Context: an optimization exercise on an open-source flow, tuned for small area. The choices shown serve that exercise and are no tape-out recipe.
Function was checked by simulation only, so behaviour that the tests miss may differ from the original.
Power figures rest on the tool's default switching activity, not on a simulated workload.

// regfile_scoreboard
module regfile_scoreboard
#(
    parameter int XLEN     = regfile_pkg::DEF_XLEN,
    parameter int NUM_REGS = regfile_pkg::DEF_NUM_REGS,
    localparam int NUM_READ = 2,
    localparam int AW       = $clog2(NUM_REGS)
) (
    input  logic                     clock,
    input  logic                     reset,
    input  logic [NUM_READ*AW-1:0]   rs_addr,
    output logic [NUM_READ*XLEN-1:0] rs_data,
    output logic [NUM_READ-1:0]      rs_ready,
    input  logic                     wb_en,
    input  logic [AW-1:0]            wb_addr,
    input  logic [XLEN-1:0]          wb_data,
    input  logic                     issue_en,
    input  logic [AW-1:0]            issue_addr,
    input  logic                     flush,
    output logic [NUM_REGS-1:0]      busy_vec
);
Size: about 2400 cells after synthesis, about 0.042 sq mm of cells after synthesis.
clock: 10.0 ns
lec_check: 0
cap_margin: 20
core_margin: 2
core_utilization: 45
place_density: 0.6
slew_margin: 20
synth_hierarchical: 1
standard.sh (not shown) runs the stock make flow with config.mk's settings and CLKGATE_MAP_FILE= SYNTH_SCRIPT=/design/flow/synth_recipe.tcl, a recipe that flattens the netlist after the stock synthesis.
==> flow/flow/run.sh <==
#!/bin/bash
# Layout flow: the standard ORFS flow, with two changes passed to ORFS
# through its own variables:
#  - ports are buffered with the smallest buffer (buf_1) instead of ORFS's pick,
#  - the clock tree uses clkbuf_8, larger sink clusters and no dummy loads.
# Each run's full output goes to flow_make.log in this folder; ORFS's per-step
# logs are under orfs/logs/.
set -euo pipefail
export BUFFER_PORTS_ARGS="-buffer_cell sky130_fd_sc_hd__buf_1"
export CTS_ARGS="-sink_clustering_enable -repair_clock_nets -dont_use_dummy_load -buf_list {sky130_fd_sc_hd__clkbuf_8} -sink_clustering_size 19 -sink_clustering_max_diameter 60"
bash standard.sh > flow_make.log 2>&1
==> next run, changes <==
--- a/flow/flow/run.sh
+++ b/flow/flow/run.sh
@@ -5 +5 @@
-#  - the clock tree uses clkbuf_8, larger sink clusters and no dummy loads.
+#  - the clock tree uses clkbuf_16, larger sink clusters and no dummy loads.
@@ -10 +10 @@
-export CTS_ARGS="-sink_clustering_enable -repair_clock_nets -dont_use_dummy_load -buf_list {sky130_fd_sc_hd__clkbuf_8} -sink_clustering_size 19 -sink_clustering_max_diameter 60"
+export CTS_ARGS="-sink_clustering_enable -repair_clock_nets -dont_use_dummy_load -buf_list {sky130_fd_sc_hd__clkbuf_16} -sink_clustering_size 30 -sink_clustering_max_diameter 80"
Settings changed: CAP_MARGIN 20 to 5, CORE_UTILIZATION 45 to 30, GPL_TIMING_DRIVEN from default to 0, PLACE_DENSITY 0.6 to 0.45, SLEW_MARGIN 20 to 5.
The changed run completed with no timing, DRC or antenna violations.
Routed wire length rose by 8.2%.
Area after synthesis is unchanged.
Cell count rose by 16%.

---

Setup of v44:
The RTL this note starts from:
==> flow/design.v <==
package regfile_pkg;
    localparam int DEF_XLEN     = 32;
    localparam int DEF_NUM_REGS = 32;
    localparam int DEF_AW       = $clog2(DEF_NUM_REGS);
endpackage
module regfile_aoi3 (
    input  logic [2:0] s,
    input  logic [2:0] d,
    output logic       y
);
    assign y = ~|(s & d);
endmodule
module regfile_nand2 (
    input  logic s,
    input  logic d,
    output logic y
);
    assign y = ~(s & d);
endmodule
module regfile_join #(
    parameter int N = 12
) (
    input  logic [N-1:0] y,
    output logic         o
);
    assign o = ~&y;
endmodule
module regfile_read_bit #(
    parameter int N = 32
) (
    input  logic [N-1:0] sel,
    input  logic [N-1:0] d,
    output logic         o
);
    localparam int G3 = N / 3;
    localparam int R  = N % 3;
    logic [G3+R-1:0] y;
    for (genvar g = 0; g < G3; g++) begin : g_aoi3
        regfile_aoi3 u_aoi (.s(sel[3*g +: 3]), .d(d[3*g +: 3]), .y(y[g]));
    end
    for (genvar k = 0; k < R; k++) begin : g_nand
        regfile_nand2 u_nand (.s(sel[3*G3 + k]), .d(d[3*G3 + k]), .y(y[G3 + k]));
    end
    regfile_join #(.N(G3 + R)) u_join (.y(y), .o(o));
endmodule
module regfile_read_port
#(
    parameter int XLEN     = regfile_pkg::DEF_XLEN,
    parameter int NUM_REGS = regfile_pkg::DEF_NUM_REGS
) (
    input  logic [NUM_REGS-1:1]          sel,
    input  logic [(NUM_REGS-1)*XLEN-1:0] stored,    
    input  logic                         fwd_hit,
    input  logic [XLEN-1:0]              wb_data,
    output logic [XLEN-1:0]              rd_data
);
    for (genvar b = 0; b < XLEN; b++) begin : g_bit
        logic [NUM_REGS-1:0] d;
        assign d[0] = wb_data[b];
        for (genvar r = 1; r < NUM_REGS; r++) begin : g_reg
            assign d[r] = stored[(r-1)*XLEN + b];
        end
        regfile_read_bit #(.N(NUM_REGS)) u_bit (
            .sel ({sel, fwd_hit}),
            .d   (d),
            .o   (rd_data[b])
        );
    end
endmodule
module regfile_scoreboard
#(
    parameter int XLEN     = regfile_pkg::DEF_XLEN,
    parameter int NUM_REGS = regfile_pkg::DEF_NUM_REGS,
    localparam int NUM_READ = 2,
    localparam int AW       = $clog2(NUM_REGS)
) (
    input  logic                     clock,
    input  logic                     reset,
    input  logic [NUM_READ*AW-1:0]   rs_addr,
    output logic [NUM_READ*XLEN-1:0] rs_data,
    output logic [NUM_READ-1:0]      rs_ready,
    input  logic                     wb_en,
    input  logic [AW-1:0]            wb_addr,
    input  logic [XLEN-1:0]          wb_data,
    input  logic                     issue_en,
    input  logic [AW-1:0]            issue_addr,
    input  logic                     flush,
    output logic [NUM_REGS-1:0]      busy_vec
);
    localparam int NLO = 4;
    localparam int NHI = NUM_REGS / NLO;
    logic [(NUM_REGS-1)*XLEN-1:0] regs;    
    logic [NUM_REGS-1:1]          valid;
    logic [NUM_REGS-1:1]          busy;
    logic [NUM_REGS-1:1]          wdec;
    logic [NUM_REGS-1:1]          idec;
    logic [NLO-1:0]               wlo, ilo;
    logic [NHI-1:0]               whi, ihi;
    for (genvar l = 0; l < NLO; l++) begin : g_wilo
        assign wlo[l] = wb_en && (wb_addr[1:0] == 2'(l));
        assign ilo[l] = issue_en && !flush && (issue_addr[1:0] == 2'(l));
    end
    for (genvar h = 0; h < NHI; h++) begin : g_wihi
        assign whi[h] = (wb_addr[AW-1:2] == (AW-2)'(h));
        assign ihi[h] = (issue_addr[AW-1:2] == (AW-2)'(h));
    end
    for (genvar r = 1; r < NUM_REGS; r++) begin : g_wdec
        assign wdec[r] = wlo[r % NLO] && whi[r / NLO];
        assign idec[r] = ilo[r % NLO] && ihi[r / NLO];
    end
    always_ff @(posedge clock) begin
        for (int r = 1; r < NUM_REGS; r++)
            if (wdec[r])
                regs[(r-1)*XLEN +: XLEN] <= wb_data;
    end
    always_ff @(posedge clock or posedge reset) begin
        if (reset)
            valid <= '0;
        else
            valid <= valid | wdec;
    end
    always_ff @(posedge clock or posedge reset) begin
        if (reset)
            busy <= '0;
        else
            busy <= (busy & ~wdec & {(NUM_REGS-1){!flush}}) | idec;
    end
    assign busy_vec = {busy, 1'b0};
    for (genvar p = 0; p < NUM_READ; p++) begin : g_rd
        logic [AW-1:0]       a;
        logic                fwd_hit;
        logic [NLO-1:0]      lo;
        logic [NHI-1:0]      hi;
        logic [NHI-1:0]      hi_nf;
        logic [NHI-1:0]      bsy_hi;
        logic [NUM_REGS-1:1] sel;
        assign a = rs_addr[p*AW +: AW];
        assign fwd_hit = wb_en && !reset && (wb_addr == a) && (a != '0);
        for (genvar l = 0; l < NLO; l++) begin : g_lo
            assign lo[l] = (a[1:0] == 2'(l));
        end
        for (genvar h = 0; h < NHI; h++) begin : g_hi
            assign hi[h]    = (a[AW-1:2] == (AW-2)'(h));
            assign hi_nf[h] = hi[h] && !fwd_hit;
        end
        for (genvar r = 1; r < NUM_REGS; r++) begin : g_sel
            assign sel[r] = lo[r % NLO] && hi_nf[r / NLO] && valid[r];
        end
        for (genvar h = 0; h < NHI; h++) begin : g_bsy
            logic [NLO-1:0] b;
            for (genvar l = 0; l < NLO; l++) begin : g_b
                if (h * NLO + l == 0) begin : g_zero
                    assign b[l] = 1'b0;
                end else begin : g_reg
                    assign b[l] = busy[h * NLO + l];
                end
            end
            assign bsy_hi[h] = hi[h] && |(lo & b);
        end
        assign rs_ready[p] = fwd_hit || !(|bsy_hi);
        regfile_read_port #(
            .XLEN     (XLEN),
            .NUM_REGS (NUM_REGS)
        ) u_port (
            .sel     (sel),
            .stored  (regs),
            .fwd_hit (fwd_hit),
            .wb_data (wb_data),
            .rd_data (rs_data[p*XLEN +: XLEN])
        );
    end
endmodule
Settings: LEC_CHECK=0, CAP_MARGIN=10, CORE_MARGIN=2, CORE_UTILIZATION=45, PLACE_DENSITY=0.6, SLEW_MARGIN=10, SYNTH_HIERARCHICAL=1; clock period 10.0 ns.
==> flow/flow/run.sh <==
#!/bin/bash
# Layout flow: the standard ORFS flow, with two changes passed to ORFS
# through its own variables:
#  - ports are buffered with the smallest buffer (buf_1) instead of ORFS's pick,
#  - the clock tree uses clkbuf_8, larger sink clusters and no dummy loads.
# Each run's full output goes to flow_make.log in this folder; ORFS's per-step
# logs are under orfs/logs/.
set -euo pipefail
export BUFFER_PORTS_ARGS="-buffer_cell sky130_fd_sc_hd__buf_1"
export CTS_ARGS="-sink_clustering_enable -repair_clock_nets -dont_use_dummy_load -buf_list {sky130_fd_sc_hd__clkbuf_8} -sink_clustering_size 19 -sink_clustering_max_diameter 60"
bash standard.sh > flow_make.log 2>&1
Setup changes, v44 to v8
- swapping 10 for 5 in SLEW_MARGIN
- swapping 0.6 for 0.45 in PLACE_DENSITY
- swapping 45 for 30 in CORE_UTILIZATION
- swapping 10 for 5 in CAP_MARGIN
==> flow/flow/run.sh <==
#!/bin/bash
# Layout flow: the standard ORFS flow, with two changes passed to ORFS
# through its own variables:
#  - ports are buffered with the smallest buffer (buf_1) instead of ORFS's pick,
#  - the clock tree uses clkbuf_16, larger sink clusters and no dummy loads.
# Each run's full output goes to flow_make.log in this folder; ORFS's per-step
# logs are under orfs/logs/.
set -euo pipefail
export BUFFER_PORTS_ARGS="-buffer_cell sky130_fd_sc_hd__buf_1"
export CTS_ARGS="-sink_clustering_enable -repair_clock_nets -dont_use_dummy_load -buf_list {sky130_fd_sc_hd__clkbuf_16} -sink_clustering_size 30 -sink_clustering_max_diameter 80"
bash standard.sh > flow_make.log 2>&1
[summary]
The fill cell total of the finished layout of v8 is higher than that of v44. Of v8 and v44, v44 shows the lower final non-filler cell area, with v8 above it. Measured against each other, v8 and v44 differ in setup slack, the higher figure coming from v44. v8 vs v44: aggregate routed wire length up by more than 10%. Clock edge transition at the registers on the reported setup and hold paths (lower): v8. v44 reports its startpoint of the most critical setup path as rs_addr[0] while v8 reports rs_addr[5]. Delta (v8 minus v44): total power grew by 310 µW; via count saw little to no change. Delta (v8 minus v44): placed instance area up about 2%; sequential share of layout area down 1.7 points. Comparing v8 and v44, the higher global-route usage is on v44. In the reports for v8 and v44, the smaller minimum clock period belongs to v44.
Edits applied to the flow inputs when going from v8 to v30:
- a change of CORE_UTILIZATION from 30 to 55
- a change of SLEW_MARGIN from 5 to 20
- a change of PLACE_DENSITY from 0.45 to 0.75
- a change of CAP_MARGIN from 5 to 20
Results
Per the comparison of v30 with v8, distinct cell type count after synthesis saw little to no change, share of synthesized area occupied by flip-flops and latches closely matched the old numbers.
Relative to v8, area growth from synthesis to final layout decreased by 3.0 points in v30.
Number of antenna cells inserted sits lower in v30 than in v8.
Diff v8 -> v30: post-layout total power -about 2.7%; final cell area excluding filler cells dropped 2.7%.
Worst setup path endpoint: rs_data[28] -> v30, rs_data[50] -> v8
Die footprint shrinks by more than a quarter when moving from v8 to v30.
### v30 -> v52
- CORE_UTILIZATION changed from 55 to 45
- PLACE_DENSITY changed from 0.75 to 0.6
-- flow/flow/run.sh --
<<< v30, line 1
#!/bin/bash
# Layout flow: the standard ORFS flow, with two changes passed to ORFS
# through its own variables:
>>> v52, line 1
#!/bin/bash
# Layout flow: the standard ORFS flow, with three changes passed to ORFS
# through its own variables:
==> comparison <==
- Worst-path cell with the longest stage delay: sky130_fd_sc_hd__and3_1 -> v30, sky130_fd_sc_hd__and3_2 -> v52
- Area added between synthesis and finish on v52 is up relative to v30.
- v52 vs v30 — met2 layer usage reported by global route dropped 6.1 points.
- Min total power draw across v30 and v52: v30
- Global-route wire length before repair up 4.5% in v52 wrt v30
- End point of the critical path = rs_data[28]: v30; end point of the critical path = rs_data[2]: v52

==> afterwards: timing with drivers on the ports <==
In the flow no input, the clock included, has a driving cell. The finished layouts below were timed again as built, in two steps.
Step 1 assumes that a clkbuf_16 drives the clock port and a buf_2 every other input.
Step 2, shift: input delay + t, output delay - t, t = (earliest + latest rising clock arrival at the registers) / 2. This alone moves slack from input paths to output paths.
Slacks: ideal / step 1 / step 2; pairs: ideal / step 1.
| run | t (ns) | setup WS [ns] | clock arrival spread, ns | worst slew at a driven data input, ns |
|---|---|---|---|---|
| the first run of note 1 | 0.775 | 1.887 / 1.849 / 1.849 | 0.064 / 0.064 | 0.09 |
| the second run of note 1 | 0.730 | 2.129 / 2.100 / 2.100 | 0.084 / 0.084 | 0.14 |
| v44 | 0.775 | 1.828 / 1.787 / 1.787 | 0.096 / 0.096 | 0.09 |
| v8 | 0.759 | 1.624 / 1.597 / 1.597 | 0.070 / 0.070 | 0.09 |
| v30 | 0.691 | 1.622 / 1.573 / 1.573 | 0.093 / 0.093 | 0.14 |
| v52 | 0.698 | 1.835 / 1.791 / 1.791 | 0.071 / 0.070 | 0.10 |
After both steps setup and hold are still met in every run listed. The setup slack of v30, which loses most, moves by -0.049 ns with the drivers and by -0.049 ns with both steps.
